This is an optimization exercise on Yosys and OpenROAD, whose aim is small area and a short achievable clock period, not a production implementation. At most, simulation tests tie the RTL to the original design; equivalence was not proved. No functional check of the RTL was part of run 2.

==> flow/design.v (outline; a module is shown in full before it is edited, if it fits) <==
// module obi_delay_lfsr: 19 lines
// module obi_rem_lo: 867 lines
// module obi_rem_hi: 2471 lines
// module obi_rvalid_delay: 130 lines
module obi_rvalid_delay #(
  parameter int unsigned FIFO_DEPTH = 4,
  parameter int unsigned DATA_WIDTH = 32,
  parameter logic [31:0] LFSR_SEED  = 32'h1
) (
  input  logic                              clk_i,
  input  logic                              rst_ni,
  input  logic                              req_i,
  input  logic                              gnt_i,
  input  logic                              mem_rvalid_i,
  input  logic [DATA_WIDTH-1:0]             mem_rdata_i,
  input  logic                              mem_err_i,
  output logic                              rvalid_core_o,
  output logic [DATA_WIDTH-1:0]             rdata_core_o,
  output logic                              err_core_o,
  input  logic                              en_stall_i,
  input  logic [31:0]                       stall_mode_i,
  input  logic [31:0]                       max_stall_i,
  input  logic [31:0]                       rvalid_stall_i,
  output logic [$clog2(FIFO_DEPTH+1)-1:0]   outstanding_o,
  output logic                              gnt_block_o,
  output logic                              overflow_o,
  output logic                              protocol_err_o
);
  // ...
==> flow/flow/run.sh <==
#!/bin/bash
export SETUP_SLACK_MARGIN=40
bash standard.sh > standard.log 2>&1
==> flow/standard.sh <==
#!/bin/bash
# synth_recipe.tcl (not shown) runs the flow's synth.tcl, then flattens the netlist and writes it again
# the make line also repeats each setting of config.mk as NAME=value (left out here)
make -C /OpenROAD-flow-scripts/flow DESIGN_CONFIG=/design/flow/config.mk WORK_HOME=/design/flow/orfs CLKGATE_MAP_FILE= SYNTH_SCRIPT=/design/flow/synth_recipe.tcl "${@:-finish}"
==> flow/config.mk <==
export PLATFORM = sky130hd
export DESIGN_NAME = obi_rvalid_delay
export DESIGN_NICKNAME = obi_rvalid_delay
export VERILOG_FILES = /design/flow/design.v
export SDC_FILE = /design/flow/constraint.sdc
export NUM_CORES = 4
export LEC_CHECK = 0
export ABC_AREA = 1
export CAP_MARGIN = 20
export CORE_MARGIN = 2
export CORE_UTILIZATION = 65
export PLACE_DENSITY = 0.75
export SLEW_MARGIN = 20
==> flow/constraint.sdc <==
create_clock -name core_clock -period 100.0 [get_ports {clk_i}]
set_input_delay 20.0000 -clock core_clock [delete_from_list [all_inputs] [get_ports {clk_i}]]
set_output_delay 20.0000 -clock core_clock [all_outputs]
set_load 0.01 [all_outputs]
==> results.tsv, run 1 <==
stage	metric	value	unit
worst_setup_path	peak per-stage delay on the critical path	610	ps
drt	DR pass1 iterations	6	
cts	TritonCTS Buffers	40	
cts	clk buf depth	3	
run	MaxCap Viol Count	0	
worst_setup_path	critical path startpoint category	input pin	
die	# rows	94	
cts	H-tree levels	2	
hold_path	Worst Hold Class	flop to flop	
die	die height	261	um
cells_and_area	Non-clk bufs	246	
global_route	initial antenna violation count	7	
worst_setup_path	Crit path max-delay family	simple AND/OR/NAND/NOR gates	
timing	max_slew headroom	26.3	%
cells_and_area	sequential cell area share	20.3	%
run_status	status	timing/DRC/antenna clean	
global_route	GRT busiest layer	met2	
hold_path	Hold Crit Start	perr_r	
synth	Post-Synth XOR/XNOR Area	5.46	%
global_route	global route overflow	0	
timing	Final Cycle Share	56.8	%
timing	final setup vio count	0	
cells_and_area	multi-input gate share of total cell area	63.8	%
global_route	first-pass GRT wire length	190	mm
synth	mean post-synth cell area	7.27	um^2
cells_and_area	fillers	5560	
cells_and_area	# diodes	6	
timing	Hold WS	468	ps
place	RD Place Congestion	0.926	
place	dpl ws	41280	ps
cells_and_area	fin area	47100	um^2
place	PortBufs	174	
synth	Post-Synthesis Cells	5917	
place	DP Cell Count	6841	
cells_and_area	count of clock buffers in the final design	43	
worst_setup_path	worst reg2reg path startpoint	pmx_r[31]	
synth	Net Count, Synth	6683	
worst_setup_path	critical path startpoint	max_stall_i[25]	
cells_and_area	Inverters excl. clock	705	
cts	clk sinks	364	
worst_setup_path	Slowest cell on crit path	nor4_2	
synth	Yosys reg bits	364	
cells_and_area	nets	6808	
==> module obi_rvalid_delay, before the edit <==
module obi_rvalid_delay #(
  parameter int unsigned FIFO_DEPTH = 4,
  parameter int unsigned DATA_WIDTH = 32,
  parameter logic [31:0] LFSR_SEED  = 32'h1
) (
  input  logic                              clk_i,
  input  logic                              rst_ni,
  input  logic                              req_i,
  input  logic                              gnt_i,
  input  logic                              mem_rvalid_i,
  input  logic [DATA_WIDTH-1:0]             mem_rdata_i,
  input  logic                              mem_err_i,
  output logic                              rvalid_core_o,
  output logic [DATA_WIDTH-1:0]             rdata_core_o,
  output logic                              err_core_o,
  input  logic                              en_stall_i,
  input  logic [31:0]                       stall_mode_i,
  input  logic [31:0]                       max_stall_i,
  input  logic [31:0]                       rvalid_stall_i,
  output logic [$clog2(FIFO_DEPTH+1)-1:0]   outstanding_o,
  output logic                              gnt_block_o,
  output logic                              overflow_o,
  output logic                              protocol_err_o
);
  localparam int SPLIT = 16;   
  logic [DATA_WIDTH:0] dat_r [0:3];
  logic [1:0]  wptr_r, rptr_r;
  logic [2:0]  cnt_r;
  logic [31:0] dq_r [0:2];
  logic [1:0]  dqw_r, dqr_r;
  logic [31:0] hcnt_r;
  logic        pend_r, phead_r, pdiv_r;
  logic [31:0] pmx_r;
  logic [SPLIT:0] prem_r;
  logic [2:0]  outst_r;
  logic        ovf_r, perr_r;
  logic [31:0] lfsr_s, xprev_s;
  logic        push_s, rv_s, empty_s, full_s, one_s, pendq_s, newhead_s, take_next_s;
  logic        is_div_s, is_std_s;
  logic [31:0] rem1_s, rem2_s, dly_s, hc_s, nd_s;
  logic        dly_zero_s, hc_zero_s;
  obi_delay_lfsr #(
    .SEED (LFSR_SEED),
    .POLY (LFSR_POLY)
  ) u_lfsr (
    .clk_i     (clk_i),
    .rst_ni    (rst_ni),
    .advance_i (push_s),
    .state_o   (lfsr_s)
  );
  always_comb begin
    xprev_s[0] = lfsr_s[31];
    for (int i = 0; i < 31; i++)
      xprev_s[i+1] = lfsr_s[i] ^ (lfsr_s[31] & LFSR_POLY[i]);
  end
  obi_rem_lo u_rem1 (
    .mx   (max_stall_i),
    .x    (lfsr_s),
    .rin  (32'd0),
    .rout (rem1_s)
  );
  obi_rem_hi u_rem2 (
    .mx   (pmx_r),
    .x    (xprev_s),
    .rin  (32'(prem_r)),
    .rout (rem2_s)
  );
  assign is_div_s = en_stall_i && (stall_mode_i == RANDOM);
  assign is_std_s = en_stall_i && (stall_mode_i == STANDARD);
  assign dly_s      = pdiv_r ? rem2_s : pmx_r;
  assign dly_zero_s = (dly_s == 32'd0);
  assign hc_s       = phead_r ? dly_s : hcnt_r;
  assign hc_zero_s  = phead_r ? dly_zero_s : (hcnt_r == 32'd0);
  assign empty_s   = (cnt_r == 3'd0);
  assign full_s    = cnt_r[2];
  assign one_s     = (cnt_r == 3'd1);
  assign rv_s      = !empty_s && hc_zero_s;
  assign push_s    = mem_rvalid_i && (!full_s || rv_s);
  assign pendq_s   = pend_r && !phead_r;
  assign newhead_s = push_s && (empty_s || (rv_s && one_s));
  assign take_next_s = rv_s && !one_s;
  assign nd_s = (pendq_s && cnt_r == 3'd2) ? dly_s : dq_r[dqr_r];
  always_ff @(posedge clk_i) begin
    if (!rst_ni) begin
      wptr_r  <= '0;
      rptr_r  <= '0;
      cnt_r   <= '0;
      dqw_r   <= '0;
      dqr_r   <= '0;
      hcnt_r  <= '0;
      pend_r  <= 1'b0;
      phead_r <= 1'b0;
      outst_r <= '0;
      ovf_r   <= 1'b0;
      perr_r  <= 1'b0;
    end else begin
      if (push_s) wptr_r <= wptr_r + 2'd1;
      if (rv_s)   rptr_r <= rptr_r + 2'd1;
      cnt_r <= cnt_r + {2'b0, push_s} - {2'b0, rv_s};
      if (pendq_s) dqw_r <= (dqw_r == 2'd2) ? 2'd0 : dqw_r + 2'd1;
      if (take_next_s) dqr_r <= (dqr_r == 2'd2) ? 2'd0 : dqr_r + 2'd1;
      if (take_next_s)     hcnt_r <= nd_s;
      else if (!hc_zero_s) hcnt_r <= hc_s - 32'd1;
      else                 hcnt_r <= 32'd0;
      pend_r  <= push_s;
      phead_r <= newhead_s;
      case ({req_i && gnt_i, rv_s})
        2'b10: if (outst_r != 3'd4) outst_r <= outst_r + 3'd1;
        2'b01: if (outst_r == 3'd0) perr_r <= 1'b1;
               else outst_r <= outst_r - 3'd1;
        default: ;
      endcase
      if (mem_rvalid_i && full_s && !rv_s) ovf_r <= 1'b1;
    end
  end
  always_ff @(posedge clk_i) begin
    if (push_s) dat_r[wptr_r] <= {mem_rdata_i, mem_err_i};
    if (pendq_s) dq_r[dqw_r] <= dly_s;
    pdiv_r <= is_div_s;
    pmx_r  <= is_div_s ? max_stall_i : (is_std_s ? rvalid_stall_i : 32'd0);
    prem_r <= rem1_s[SPLIT:0];
  end
  assign rvalid_core_o  = rv_s;
  assign rdata_core_o   = rv_s ? dat_r[rptr_r][DATA_WIDTH:1] : '0;
  assign err_core_o     = rv_s ? dat_r[rptr_r][0] : 1'b0;
  assign outstanding_o  = outst_r;
  assign gnt_block_o    = outst_r[2];
  assign overflow_o     = ovf_r;
  assign protocol_err_o = perr_r;
endmodule
==> run 2, diff against run 1 <==
--- a/flow/design.v
+++ b/flow/design.v
@@ -891,17 +891,17 @@
 wire r16_11 = s16_sel ? (s16_p11b ^ s16_g27) : r15_10;
 wire r16_12 = s16_sel ? (s16_p12b ^ s16_g28) : r15_11;
 wire r16_13 = s16_sel ? (s16_p13b ^ s16_g29) : r15_12;
 wire r16_14 = s16_sel ? (s16_p14b ^ s16_g30) : r15_13;
 wire r16_15 = s16_sel ? (s16_p15b ^ s16_g31) : r15_14;
 wire r16_16 = s16_sel ? (s16_p16b ^ s16_g32) : r15_15;
 assign rout = {1'b0, 1'b0, 1'b0, 1'b0, 1'b0, 1'b0, 1'b0, 1'b0, 1'b0, 1'b0, 1'b0, 1'b0, 1'b0, 1'b0, 1'b0, r16_16, r16_15, r16_14, r16_13, r16_12, r16_11, r16_10, r16_9, r16_8, r16_7, r16_6, r16_5, r16_4, r16_3, r16_2, r16_1, r16_0};
 endmodule
-module obi_rem_hi (input logic [31:0] mx, input logic [31:0] x, input logic [31:0] rin, output logic [31:0] rout);
+module obi_rem_hi (input logic [31:0] mx, input logic [31:0] x, input logic [31:0] rin, output logic [31:0] rout, output logic zout);
 logic [31:0] nm; assign nm = ~mx;
 logic [31:0] hz;
 assign hz[31] = 1'b1;
 assign hz[30] = hz[31] & ~mx[31];
 assign hz[29] = hz[30] & ~mx[30];
 assign hz[28] = hz[29] & ~mx[29];
 assign hz[27] = hz[28] & ~mx[28];
 assign hz[26] = hz[27] & ~mx[27];
@@ -3198,16 +3198,19 @@
 wire s31_g28b = r30_27 & nm[28];
 wire s31_p28b = r30_27 ^ nm[28];
 wire s31_g29b = r30_28 & nm[29];
 wire s31_p29b = r30_28 ^ nm[29];
 wire s31_g30b = r30_29 & nm[30];
 wire s31_p30b = r30_29 ^ nm[30];
 wire s31_g31b = r30_30 & nm[31];
 wire s31_p31b = r30_30 ^ nm[31];
+wire s31_rz = ~|{r30_30, r30_29, r30_28, r30_27, r30_26, r30_25, r30_24, r30_23, r30_22, r30_21, r30_20, r30_19, r30_18, r30_17, r30_16, r30_15, r30_14, r30_13, r30_12, r30_11, r30_10, r30_9, r30_8, r30_7, r30_6, r30_5, r30_4, r30_3, r30_2, r30_1, r30_0, x[0]};
+wire s31_sz = ~s31_p0b & ~(s31_p1b ^ (x[0] | nm[0])) & ~(s31_p2b ^ (r30_0 | nm[1])) & ~(s31_p3b ^ (r30_1 | nm[2])) & ~(s31_p4b ^ (r30_2 | nm[3])) & ~(s31_p5b ^ (r30_3 | nm[4])) & ~(s31_p6b ^ (r30_4 | nm[5])) & ~(s31_p7b ^ (r30_5 | nm[6])) & ~(s31_p8b ^ (r30_6 | nm[7])) & ~(s31_p9b ^ (r30_7 | nm[8])) & ~(s31_p10b ^ (r30_8 | nm[9])) & ~(s31_p11b ^ (r30_9 | nm[10])) & ~(s31_p12b ^ (r30_10 | nm[11])) & ~(s31_p13b ^ (r30_11 | nm[12])) & ~(s31_p14b ^ (r30_12 | nm[13])) & ~(s31_p15b ^ (r30_13 | nm[14])) & ~(s31_p16b ^ (r30_14 | nm[15])) & ~(s31_p17b ^ (r30_15 | nm[16])) & ~(s31_p18b ^ (r30_16 | nm[17])) & ~(s31_p19b ^ (r30_17 | nm[18])) & ~(s31_p20b ^ (r30_18 | nm[19])) & ~(s31_p21b ^ (r30_19 | nm[20])) & ~(s31_p22b ^ (r30_20 | nm[21])) & ~(s31_p23b ^ (r30_21 | nm[22])) & ~(s31_p24b ^ (r30_22 | nm[23])) & ~(s31_p25b ^ (r30_23 | nm[24])) & ~(s31_p26b ^ (r30_24 | nm[25])) & ~(s31_p27b ^ (r30_25 | nm[26])) & ~(s31_p28b ^ (r30_26 | nm[27])) & ~(s31_p29b ^ (r30_27 | nm[28])) & ~(s31_p30b ^ (r30_28 | nm[29])) & ~(s31_p31b ^ (r30_29 | nm[30]));
+assign zout = s31_rz | s31_sz;
 wire s31_g1 = s31_g1b | (s31_p1b & s31_g0b);
 wire s31_g2 = s31_g3b | (s31_p3b & s31_g2b);
 wire s31_p2 = s31_p3b & s31_p2b;
 wire s31_g3 = s31_g5b | (s31_p5b & s31_g4b);
 wire s31_p3 = s31_p5b & s31_p4b;
 wire s31_g4 = s31_g7b | (s31_p7b & s31_g6b);
 wire s31_p4 = s31_p7b & s31_p6b;
 wire s31_g5 = s31_g9b | (s31_p9b & s31_g8b);
@@ -3402,17 +3405,17 @@
   logic [31:0] pmx_r;
   logic [SPLIT:0] prem_r;
   logic [2:0]  outst_r;
   logic        ovf_r, perr_r;
   logic [31:0] lfsr_s, xprev_s;
   logic        push_s, rv_s, empty_s, full_s, one_s, pendq_s, newhead_s, take_next_s;
   logic        is_div_s, is_std_s;
   logic [31:0] rem1_s, rem2_s, dly_s, hc_s, nd_s;
-  logic        dly_zero_s, hc_zero_s;
+  logic        dly_zero_s, hc_zero_s, rem2z_s;
   obi_delay_lfsr #(
     .SEED (LFSR_SEED),
     .POLY (LFSR_POLY)
   ) u_lfsr (
     .clk_i     (clk_i),
     .rst_ni    (rst_ni),
     .advance_i (push_s),
     .state_o   (lfsr_s)
@@ -3427,22 +3430,23 @@
     .x    (lfsr_s),
     .rin  (32'd0),
     .rout (rem1_s)
   );
   obi_rem_hi u_rem2 (
     .mx   (pmx_r),
     .x    (xprev_s),
     .rin  (32'(prem_r)),
-    .rout (rem2_s)
+    .rout (rem2_s),
+    .zout (rem2z_s)
   );
   assign is_div_s = en_stall_i && (stall_mode_i == RANDOM);
   assign is_std_s = en_stall_i && (stall_mode_i == STANDARD);
   assign dly_s      = pdiv_r ? rem2_s : pmx_r;
-  assign dly_zero_s = (dly_s == 32'd0);
+  assign dly_zero_s = pdiv_r ? rem2z_s : (pmx_r == 32'd0);
   assign hc_s       = phead_r ? dly_s : hcnt_r;
   assign hc_zero_s  = phead_r ? dly_zero_s : (hcnt_r == 32'd0);
   assign empty_s   = (cnt_r == 3'd0);
   assign full_s    = cnt_r[2];
   assign one_s     = (cnt_r == 3'd1);
   assign rv_s      = !empty_s && hc_zero_s;
   assign push_s    = mem_rvalid_i && (!full_s || rv_s);
   assign pendq_s   = pend_r && !phead_r;
==> flow/flow/run.sh (replaced) <==
#!/bin/bash
export SETUP_SLACK_MARGIN=42
bash standard.sh > standard.log 2>&1
==> run 2 against run 1 <==
  * Maximum frequency up 3.0%
  * Non-clock buffer count down 1
  * Register-to-register slack worse by 430 ps
  * Flip-flop and latch count unchanged
  * Wire length up 9.3%
  * Global-route usage up 2.3 points
  * Area after synthesis up 2.5%
  * First-iteration DRC count up 15%
  * Worst setup slack better by 1600 ps
  * Clock-buffer cell count up 11
==> results.tsv, run 2 <==
stage	metric	value	unit	change
synth	Post-synth ARST share	0	%	unchanged
cts	Clock Pin Slew Worst Setup and Hold Paths	60	ps	was 70 ps
cells_and_area	top flop regs	dat_r: 132 flops, dq_r: 96 flops		unchanged
cells_and_area	highest-count cells in the layout ignoring fill and taps	nand2_1, inv_1, nand3_1		unchanged
cells_and_area	nets	7109		was 6808
drt	DR pass1 iterations	7		was 6
cts	clk buf depth	3		unchanged
timing	final setup vio count	0		unchanged
hold_path	hold-critical path depth	2		was 1
cells_and_area	Top reg by flops	dat_r		unchanged
synth	Post-synth top cells	nand2_1, inv_1, nand3_1, ha_1, a21oi_1		unchanged
drt	WL final	131	mm	was 120 mm
cells_and_area	Area Overhead vs Synth	9.79	%	was 9.48%
cells_and_area	max FFs per register	132		unchanged
worst_setup_path	Slowest cell on crit path	clkdlybuf4s50_1		was nor4_2
cts	clk sinks	364		unchanged
worst_setup_path	r2r setup slk	63080	ps	was 63510 ps
synth	Seq/Total Area, Yosys	21.7	%	was 22.3%
synth	Main synth FF type	edfxtp_1		unchanged
drt	total vias in the final route	42500		was 40100
die	Horiz. Die Dim	264	um	was 261 um
synth	top cell type's share of synthesized area	15.5	%	was 15.9%
cts	H-tree levels	2		unchanged
cells_and_area	fin area	48400	um^2	was 47100 um^2
drt	Post-DRT Antenna Nets	0		unchanged
synth	Post-Synthesis Cells	6187		was 5917
worst_setup_path	most used cell, CP	nand2_1		unchanged
synth	synth unique cells	76		was 71
cells_and_area	Sequential Area	9570	um^2	about the same
timing	Max Slew Vio Count	0		unchanged
worst_setup_path	Required @ worst endpoint	80000	ps	was 100480 ps
synth	YS warnings	2		unchanged
die	die height	264	um	was 261 um
worst_setup_path	worst reg2reg path startpoint	pmx_r[0]		was pmx_r[31]
synth	cell area after synthesis	44000	um^2	was 43000 um^2
die	core area	67200	um^2	was 65600 um^2
worst_setup_path	peak per-stage delay on the critical path	630	ps	was 610 ps
synth	Net Count, Synth	6985		was 6683
worst_setup_path	Worst Setup Path Type	flop to output pin		was input pin to flop
run_status	status	timing/DRC/antenna clean		unchanged
place	placed cell area	46500	um^2	was 45300 um^2
cts	TritonCTS Buffers	40		unchanged
place	post-DP HPWL	98.5	mm	was 92.6 mm
place	PortBufs	174		unchanged
cts	clk root buf	clkbuf_16		unchanged
global_route	pin count of the biggest net entering global routing	67		unchanged
timing	final hold vios	0		unchanged
die	I/O pin cnt	175		unchanged
timing	Final Cycle Share	55.2	%	was 56.8%
drt	starting DRC count in detailed routing	3419		was 2979
run	MaxCap Viol Count	0		unchanged
worst_setup_path	Worst Reg2Reg Path Length in Cells	228		was 265
drt	# DRC	0		unchanged
synth	Yosys reg bits	364		unchanged
worst_setup_path	critical path startpoint category	flop		was input pin
global_route	global route overflow	0		unchanged
global_route	initial antenna violation count	3		was 7
timing	fmax	0.0181	GHz	was 0.0176 GHz
place	RD Place Congestion	1.01		was 0.926
synth	Post-synth EDFFs	228		unchanged
global_route	first-pass GRT wire length	208	mm	was 190 mm
synth	cell taking the most area after synthesis	edfxtp_1		unchanged
synth	most frequent cell after synthesis	nand2_1		unchanged
timing	RSZ-0062 raised after global routing	false		was true
drt	routed wire length per instance	18.1	um	was 17.3 um
timing	max_slew headroom	31.8	%	was 26.3%
die	# rows	95		was 94
cells_and_area	layout cells sized above 1	8.17	%	was 9.25%
cts	CTS tree	done		unchanged
hold_path	Worst Hold Class	flop to flop		unchanged
cells_and_area	Multi-input gate area	31000	um^2	was 30000 um^2
timing	Final min period	55160	ps	was 56800 ps
drt	vias per cell	5.89		was 5.77
global_route	vias in the first global route	40100		was 37800
hold_path	Hold Crit Start	rptr_r[1]		was perr_r
timing	worst slew pin tran	1020	ps	was 1100 ps
die	initial core utilization	65.6	%	was 65.5%
synth	mean post-synth cell area	7.12	um^2	was 7.27 um^2
worst_setup_path	peak fanout along the critical path	37		was 29
worst_setup_path	CP endpoint kind	output pin		was flop
timing	Final TNS setup	0	ps	unchanged
worst_setup_path	Worst R2R End	hcnt_r[26]		was cnt_r[2]
timing	final clock skew	46.2	ps	was 64.9 ps
global_route	overall global routing resource usage	36.9	%	was 34.6%
cells_and_area	commonest non-fill, non-tap cell in the layout	nand2_1		unchanged
cells_and_area	fillers	5633		was 5560
cts	Skew-Pair Late Insertion Delay	600	ps	was 610 ps
worst_setup_path	WP data arrival	35160	ps	was 57280 ps
die	die area	69900	um^2	was 68200 um^2
synth	main area contributors after synthesis	edfxtp_1, ha_1, nand2_1, nand3_1, inv_1		was edfxtp_1, ha_1, nand2_1, dfxtp_1, fa_1
[run 2: changes by cell type in the layout (fill, tap and decap cells not counted), sizes merged, moves of 16 or more]
cell	delta
and2	-16
clkinv	-16
ha	+32
inv	+67
nand2	+123
nand3	+16
nor2	+19
o211ai	+17
o21ai	-25
or2	+18
xnor2	-31
xor2	+26
[run 2: logic make-up (layout without fill, tap and decap cells)]
family	count (synthesis)	after routing	share of synthesized area, %
XOR/XNOR	263	263	5.23
AND/OR/NAND/NOR	3036	3037	31.2
flip-flops	364	364	21.7
AO/OA/AOI/OAI	926	926	12.2
adder cells (fa/ha/maj)	663	663	21.1
multiplexers	3	3	0.0682
buffers and inverters	932	1087	8.51
other	0	2	0
[run 2: timing repair]
item | in CTS | in global routing
gates resized for setup | 10 | 51
setup buffers | 0 | 14
hold endpoints to repair | 0 | 0
pin swaps | 0 | 2
endpoints found under the setup margin | 34 | 51
cloned | 0 | 2
hold buffers | 0 | 0
[run 2: critical path: cells and delay by family (launching register included)]
family | cells | cell delay, ps
XOR/XNOR | 1 | 550
AND/OR/NAND/NOR | 129 | 16380
AO/OA/AOI/OAI | 37 | 7540
buffers and inverters | 24 | 4140
adder cells (fa/ha/maj) | 16 | 5230
flip-flops | 1 | 450
[run 2: per-stage QoR]
stage / hold WS, ps / utilization [%] / std cells / worst slack [ps]
after detailed placement: 456 / 69.2 / 7122 / 40390
after floorplan: 436 / - / 6187 / 51490
after CTS: 447 / 71.4 / 7196 / 42050
final: 448 / 72.0 / 7218 / 44840
after global routing: 489 / 72.0 / 7218 / 41960
after global placement: 443 / 69.2 / 7122 / 40780
[run 2: cell type report]
| cell class | count | area share (%) |
|---|---|---|
| multi-input combinational | 4892 | 64.1 |
| clock inverter | 20 | 0.631 |
| clock buffer | 54 | 2.33 |
| inverter | 767 | 6.04 |
| timing repair buffer | 245 | 4.84 |
| antenna | 2 | 0.0103 |
| tap | 873 | 2.26 |
| sequential | 364 | 19.8 |
| timing repair inverter | 1 | 0.0155 |
[run 2: worst max-delay path by stage]
| stage | end | slack, ps | start |
|---|---|---|---|
| final | rdata_core_o[20] | 44840 | pmx_r[0] |
| after global routing | rdata_core_o[8] | 41960 | pmx_r[0] |
| after CTS | rdata_core_o[27] | 42050 | pmx_r[0] |
| after detailed placement | rdata_core_o[27] | 40390 | pmx_r[0] |
| after global placement | rdata_core_o[27] | 40780 | pmx_r[0] |
| after floorplan | prem_r[11] | 51490 | max_stall_i[23] |
[run 2: layer usage]
layer  track usage [%]  wire length, um  vias to the layer above
li1                  -                -                    20800
met1              48.8            54500                    19700
met2              62.2            61000                     1613
met4              14.2             5660                        2
met5                 0               11                        -
met3              4.09             9790                      333

## separate check: timing with driven ports
The results above use ideal ports. As a check the final layouts listed here were re-extracted and re-timed, cells and wires unchanged. Step 1 assumes that a clkbuf_16 drives the clock port and a buf_2 every other input. Step 2 times the ports against the registers' clock, not the clock port: input delays grow and output delays shrink by t, the midpoint of the rising clock arrivals with the driver on. a / b / c = ideal / step 1 / step 2; a / b = the first two.
run | t, ns | slack for setup (ns) | latest minus earliest clock arrival (ns) | slew at the worst register clock pin (ns)
run 1 | 0.645 | 43.201 / 43.206 / 42.562 | 0.065 / 0.065 | 0.09 / 0.09
run 2 | 0.646 | 44.839 / 44.772 / 44.731 | 0.046 / 0.046 | 0.07 / 0.07
After both steps setup and hold are still met in every run listed. The setup slack of run 1, which loses most, moves by +0.005 ns with the drivers and by -0.639 ns with both steps.
